Source: an optimization exercise on an open RTL-to-GDS flow (aim: small area, a short achievable clock period and few clock cycles). Production flows keep margins and buffers that such runs may drop.
RTL that was checked went through simulation tests only; none was proved equivalent to the original.

Setup of alpha:
==> flow/design.v <==
package echoPortalPkg;
  typedef struct packed {
    logic [7:0]  wordCount;   
    logic [7:0]  method;
    logic [15:0] portal;
  } portalHeaderT;
  typedef struct packed {
    logic [7:0]                                 method;
    logic [2:0]                                 wordCount;   
    logic [4-1:0][32-1:0] words;
  } requestMsgT;
  typedef struct packed {
    logic [7:0]                                 method;
    logic [2:0]                                 wordCount;   
    logic [5-1:0][32-1:0] words;
  } indicationMsgT;
endpackage
`timescale 1ns/10ps
module echoPortalTop (
  input  logic                  CLK,
  input  logic                  RST_N,
  input  logic                  sinkBeat,
  input  logic [32-1:0] sinkData,
  input  logic                  sinkLast,
  output logic                  sinkReady,
  input  logic                  sourceBeat,
  output logic                  sourceValid,
  output logic [32-1:0] sourceData,
  output logic                  sourceLast,
  output logic                  badPortal
);
  localparam int D = 4;    
  localparam int M = 3;    
  localparam logic [1:0] C_ECHO = 2'd0, C_SWAP = 2'd1, C_SUM = 2'd2, C_ERR = 2'd3;
  function automatic logic [32-1:0] add32(input logic [32-1:0] a,
                                                  input logic [32-1:0] b);
    logic [32-1:0] g, p, gg, pp, ng, np;
    g  = a & b;
    p  = a ^ b;
    gg = g;
    pp = p;
    for (int s = 1; s < 32; s = s * 2) begin
      ng = gg;
      np = pp;
      for (int i = 0; i < 32; i++) begin
        if ((i / s) % 2 == 1) begin
          ng[i] = gg[i] | (pp[i] & gg[(i / s) * s - 1]);
          np[i] = pp[i] & pp[(i / s) * s - 1];
        end
      end
      gg = ng;
      pp = np;
    end
    add32 = p ^ {gg[32-2:0], 1'b0};
  endfunction
  logic          inHdr;      
  logic          pend;       
  logic [2:0]    cnt;        
  logic          curBad;     
  logic [1:0]    curCls;     
  logic [1:0]    hdrCls;
  logic          taken, keepSt, commit, endEv, push;
  logic [2:0]    pushK;
  logic [32-1:0] mem [D];
  logic [D-1:0]  wrOH;       
  logic [D-1:0]  wrSel;      
  logic [D-1:0]  rdOH;       
  logic [D-1:0]  occT;       
  logic          pop;
  logic [1:0]    mCls [M];
  logic [2:0]    mK   [M];
  logic [M-1:0]  mWrOH, mRdOH;
  logic [M-1:0]  mOccT;      
  logic          mPop, qPush;
  always_comb begin
    case (sinkData[23:16])
      8'h00: hdrCls = C_ECHO;
      8'h01: hdrCls = C_SWAP;
      8'h02:  hdrCls = C_SUM;
      default:      hdrCls = C_ERR;
    endcase
  end
  assign taken  = sinkBeat && sinkReady;
  assign keepSt = !inHdr && !cnt[2] && !curBad && (curCls != C_ERR);
  assign commit = taken && keepSt;
  assign endEv  = pend || (taken && sinkLast && !inHdr);
  assign push   = endEv && !curBad;
  assign pushK  = (inHdr || curCls == C_ERR) ? 3'd0 : (cnt[2] ? 3'd4 : cnt + 3'd1);
  always_ff @(posedge CLK) begin
    if (!RST_N) begin
      inHdr     <= 1'b1;
      pend      <= 1'b0;
      cnt       <= '0;
      curBad    <= 1'b0;
      curCls    <= C_ECHO;
      badPortal <= 1'b0;
    end else begin
      badPortal <= endEv && curBad;
      pend      <= taken && sinkLast && inHdr;
      if (taken) begin
        inHdr <= sinkLast;
        if (inHdr) begin
          curBad <= (sinkData[15:0] != 16'h0005);
          curCls <= hdrCls;
          cnt    <= '0;
        end else if (!cnt[2]) begin
          cnt <= cnt + 3'd1;
        end
      end
    end
  end
  always_ff @(posedge CLK) begin
    for (int i = 0; i < D; i++)
      if (wrSel[i]) mem[i] <= sinkData;
  end
  always_ff @(posedge CLK) begin
    for (int i = 0; i < M; i++)
      if (qPush && mWrOH[i]) begin
        mCls[i] <= curCls;
        mK[i]   <= pushK;
      end
  end
  logic [D-1:0] occTNext, wrOHNext;
  logic         fullNext, nextKeep, mRoom0, mRoom1, pendGood;
  always_comb begin
    case ({commit, pop})
      2'b10:   occTNext = {occT[D-2:0], 1'b1};
      2'b01:   occTNext = {1'b0, occT[D-1:1]};
      default: occTNext = occT;
    endcase
    wrOHNext = commit ? {wrOH[D-2:0], wrOH[D-1]} : wrOH;
    fullNext = !pop && (occT[D-1] || (occT[D-2] && commit));
    nextKeep = taken ? (!sinkLast && (inHdr || (keepSt && cnt < 3'd3))) : keepSt;
    pendGood = pend && !curBad;
    mRoom0   = pendGood ? !mOccT[M-2] : !mOccT[M-1];
    mRoom1   = pendGood ? !mOccT[M-3] : !mOccT[M-2];
  end
  always_ff @(posedge CLK) begin
    if (!RST_N) begin
      occT      <= '0;
      wrOH      <= D'(1);
      wrSel     <= D'(1);
      rdOH      <= D'(1);
      mOccT     <= '0;
      mWrOH     <= M'(1);
      mRdOH     <= M'(1);
      sinkReady <= 1'b1;
    end else begin
      occT  <= occTNext;
      wrOH  <= wrOHNext;
      wrSel <= fullNext ? '0 : wrOHNext;
      if (pop)   rdOH  <= {rdOH[D-2:0], rdOH[D-1]};
      if (qPush) mWrOH <= {mWrOH[M-2:0], mWrOH[M-1]};
      if (mPop)  mRdOH <= {mRdOH[M-2:0], mRdOH[M-1]};
      case ({qPush, mPop})
        2'b10:   mOccT <= {mOccT[M-2:0], 1'b1};
        2'b01:   mOccT <= {1'b0, mOccT[M-1:1]};
        default: mOccT <= mOccT;
      endcase
      sinkReady <= ((taken && sinkLast) ? mRoom1 : mRoom0) && !(fullNext && nextKeep);
    end
  end
  logic [2:0]            oRem;      
  logic                  oSwap, oSumPend;
  logic                  sdWord;    
  logic [32-1:0] acc;       
  logic [32-1:0] sumV;
  logic                  adv, idleOut, load;
  logic [32-1:0] head;
  logic [1:0]            qCls, hCls;
  logic [2:0]            qK, hK;
  always_comb begin
    head = '0;
    for (int i = 0; i < D; i++)
      head = head | (mem[i] & {32{rdOH[i]}});
    qCls = '0;
    qK   = '0;
    for (int i = 0; i < M; i++) begin
      qCls = qCls | (mCls[i] & {2{mRdOH[i]}});
      qK   = qK   | (mK[i]   & {3{mRdOH[i]}});
    end
  end
  assign adv     = !sourceValid || sourceBeat;
  assign idleOut = (oRem == 3'd0) && !oSumPend;
  assign hCls    = mOccT[0] ? qCls : curCls;
  assign hK      = mOccT[0] ? qK : pushK;
  assign load    = mOccT[0] || push;
  assign pop     = adv && (oRem != 3'd0);
  assign mPop    = adv && idleOut && mOccT[0];
  assign qPush   = push && !(adv && idleOut && !mOccT[0]);
  assign sumV    = add32(acc, sdWord ? sourceData : '0);
  always_ff @(posedge CLK) begin
    if (!RST_N) begin
      sourceValid <= 1'b0;
      oRem        <= '0;
      oSumPend    <= 1'b0;
    end else if (adv) begin
      if (oRem != 3'd0) begin
        sourceValid <= 1'b1;
        oRem        <= oRem - 3'd1;
      end else if (oSumPend) begin
        sourceValid <= 1'b1;
        oSumPend    <= 1'b0;
      end else begin
        sourceValid <= load;
        oRem        <= load ? hK : 3'd0;
        oSumPend    <= load && (hCls == C_SUM);
      end
    end
  end
  always_ff @(posedge CLK) begin
    if (adv) begin
      if (oRem != 3'd0) begin
        sourceData <= oSwap ? {head[15:0], head[31:16]} : head;
        sourceLast <= (oRem == 3'd1) && !oSumPend;
        sdWord     <= 1'b1;
        acc        <= sumV;
      end else if (oSumPend) begin
        sourceData <= sumV;
        sourceLast <= 1'b1;
        sdWord     <= 1'b0;
      end else begin
        sourceData <= {5'd0, hK + {2'd0, hCls == C_SUM},
                       (hCls == C_ERR) ? 8'hFF : {6'd0, hCls},
                       16'h0006};
        sourceLast <= (hK == 3'd0) && (hCls != C_SUM);
        sdWord     <= 1'b0;
        oSwap      <= (hCls == C_SWAP);
        acc        <= '0;
      end
    end
  end
endmodule
Settings: LEC_CHECK=0, CAP_MARGIN=20, CORE_MARGIN=2, CORE_UTILIZATION=40, SETUP_SLACK_MARGIN=5, SLEW_MARGIN=20; clock period 8.5 ns.
standard.sh (not shown) runs the stock make flow with config.mk's settings and CLKGATE_MAP_FILE= SYNTH_SCRIPT=/design/flow/synth_recipe.tcl, a recipe that flattens the netlist after the stock synthesis.
==> flow/flow/run.sh <==
#!/bin/bash
# Standard layout, with faster port buffers and a tighter setup target for repair.
set -o pipefail
bash standard.sh SETUP_SLACK_MARGIN=5.6 "BUFFER_PORTS_ARGS=-buffer_cell sky130_fd_sc_hd__buf_2" finish > standard.log 2>&1
> inputs changed (alpha -> beta)
-- flow/design.v --
<<< alpha, line 33
  localparam int M = 3;    
  localparam logic [1:0] C_ECHO = 2'd0, C_SWAP = 2'd1, C_SUM = 2'd2, C_ERR = 2'd3;
  function automatic logic [32-1:0] add32(input logic [32-1:0] a,
                                                  input logic [32-1:0] b);
    logic [32-1:0] g, p, gg, pp, ng, np;
    g  = a & b;
    p  = a ^ b;
    gg = g;
    pp = p;
    for (int s = 1; s < 32; s = s * 2) begin
      ng = gg;
      np = pp;
      for (int i = 0; i < 32; i++) begin
        if ((i / s) % 2 == 1) begin
          ng[i] = gg[i] | (pp[i] & gg[(i / s) * s - 1]);
          np[i] = pp[i] & pp[(i / s) * s - 1];
        end
      end
      gg = ng;
      pp = np;
    end
    add32 = p ^ {gg[32-2:0], 1'b0};
  endfunction
  logic          inHdr;      
  logic          pend;       
>>> beta, line 33
  localparam int M = 3;    
  localparam logic [1:0] C_ECHO = 2'd0, C_SWAP = 2'd1, C_SUM = 2'd2, C_ERR = 2'd3;
  localparam int SEG = 8;                   
  localparam int NS  = 32 / SEG;     
  logic          inHdr;      
  logic          pend;       
<<< alpha, line 163
  logic [2:0]            oRem;      
  logic                  oSwap, oSumPend;
  logic                  sdWord;    
  logic [32-1:0] acc;       
  logic [32-1:0] sumV;
  logic                  adv, idleOut, load;
  logic [32-1:0] head;
  logic [1:0]            qCls, hCls;
  logic [2:0]            qK, hK;
  always_comb begin
    head = '0;
>>> beta, line 144
  logic [2:0]            oRem;      
  logic                  oSwap, oSumPend;
  logic [32-1:0] acc;
  logic [NS-1:0]         accCy;     
  logic [32-1:0] accNext, cyVec, sumFold;
  logic [NS-1:0]         accCyNext;
  logic                  adv, idleOut, load;
  logic [32-1:0] head;
  logic [1:0]            qCls, hCls;
  logic [2:0]            qK, hK;
  always_comb begin
    accCyNext = '0;
    cyVec     = '0;
    for (int j = 0; j < NS; j++) begin
      logic [SEG:0] t;
      t = {1'b0, acc[j*SEG +: SEG]} + {1'b0, head[j*SEG +: SEG]} + {{SEG{1'b0}}, (j > 0) && accCy[j]};
      accNext[j*SEG +: SEG] = t[SEG-1:0];
      if (j + 1 < NS) accCyNext[j+1] = t[SEG];
      if (j > 0) cyVec[j*SEG] = accCy[j];
    end
    sumFold = acc + cyVec;
  end
  always_comb begin
    head = '0;
<<< alpha, line 189
  assign mPop    = adv && idleOut && mOccT[0];
  assign qPush   = push && !(adv && idleOut && !mOccT[0]);
  assign sumV    = add32(acc, sdWord ? sourceData : '0);
  always_ff @(posedge CLK) begin
    if (!RST_N) begin
>>> beta, line 183
  assign mPop    = adv && idleOut && mOccT[0];
  assign qPush   = push && !(adv && idleOut && !mOccT[0]);
  always_ff @(posedge CLK) begin
    if (!RST_N) begin
<<< alpha, line 214
        sourceData <= oSwap ? {head[15:0], head[31:16]} : head;
        sourceLast <= (oRem == 3'd1) && !oSumPend;
        sdWord     <= 1'b1;
        acc        <= sumV;
      end else if (oSumPend) begin
        sourceData <= sumV;
        sourceLast <= 1'b1;
        sdWord     <= 1'b0;
      end else begin
        sourceData <= {5'd0, hK + {2'd0, hCls == C_SUM},
>>> beta, line 207
        sourceData <= oSwap ? {head[15:0], head[31:16]} : head;
        sourceLast <= (oRem == 3'd1) && !oSumPend;
        acc        <= accNext;
        accCy      <= accCyNext;
      end else if (oSumPend) begin
        sourceData <= sumFold;
        sourceLast <= 1'b1;
      end else begin
        sourceData <= {5'd0, hK + {2'd0, hCls == C_SUM},
<<< alpha, line 225
                       16'h0006};
        sourceLast <= (hK == 3'd0) && (hCls != C_SUM);
        sdWord     <= 1'b0;
        oSwap      <= (hCls == C_SWAP);
        acc        <= '0;
      end
    end
>>> beta, line 217
                       16'h0006};
        sourceLast <= (hK == 3'd0) && (hCls != C_SUM);
        oSwap      <= (hCls == C_SWAP);
        acc        <= '0;
        accCy      <= '0;
      end
    end
## What came out
beta reached the end of the flow, and the finished layout is clean on the timing, design-rule and antenna checks. Reported for alpha and beta, number of buffers between clock root and the deepest sink turned out identical to the last digit. In the metrics for alpha and beta, the one carrying the higher aggregate routed wire length is beta. beta ends up with a horizontal extent of the die that is 4.4 µm higher than in alpha. Between alpha and beta, distinct cell type count of the synthesized netlist is lower for alpha, beta comes in above that. beta: non-clock inverter instance count of the final layout is about 9% higher than what alpha reported. Of alpha and beta, alpha shows the higher buffer and inverter count on the worst path, with beta below it.
Testbench counts of beta, summed over its fixed seeds: cycles 7,470.
For alpha, only the layout was checked, not whether the RTL still works.

==> re-timing with driven ports <==
How much do the figures lean on ideal ports? The routed layouts below were timed once more, with nothing changed but the port constraints.
Step 1, drivers: a clkbuf_16 drives CLK and a buf_2 each remaining input, both assumed.
Step 2 times the ports against the registers' clock, not the clock port: input delays grow and output delays shrink by t, the midpoint of the rising clock arrivals with the driver on.
Slacks: ideal ports / drivers / drivers and shift; pairs: ideal ports / drivers.
run	shift t [ns]	setup WS [ns]	worst setup path at the end	worst data-port slew with drivers (ns)
alpha	0.584	5.217 / 5.217 / 5.217	register to register	0.06
beta	0.589	5.715 / 5.668 / 5.187	input to register	0.09
After both steps every run listed still meets setup and hold. The setup slack of beta, which loses most, moves by -0.047 ns with the drivers and by -0.528 ns with both steps.
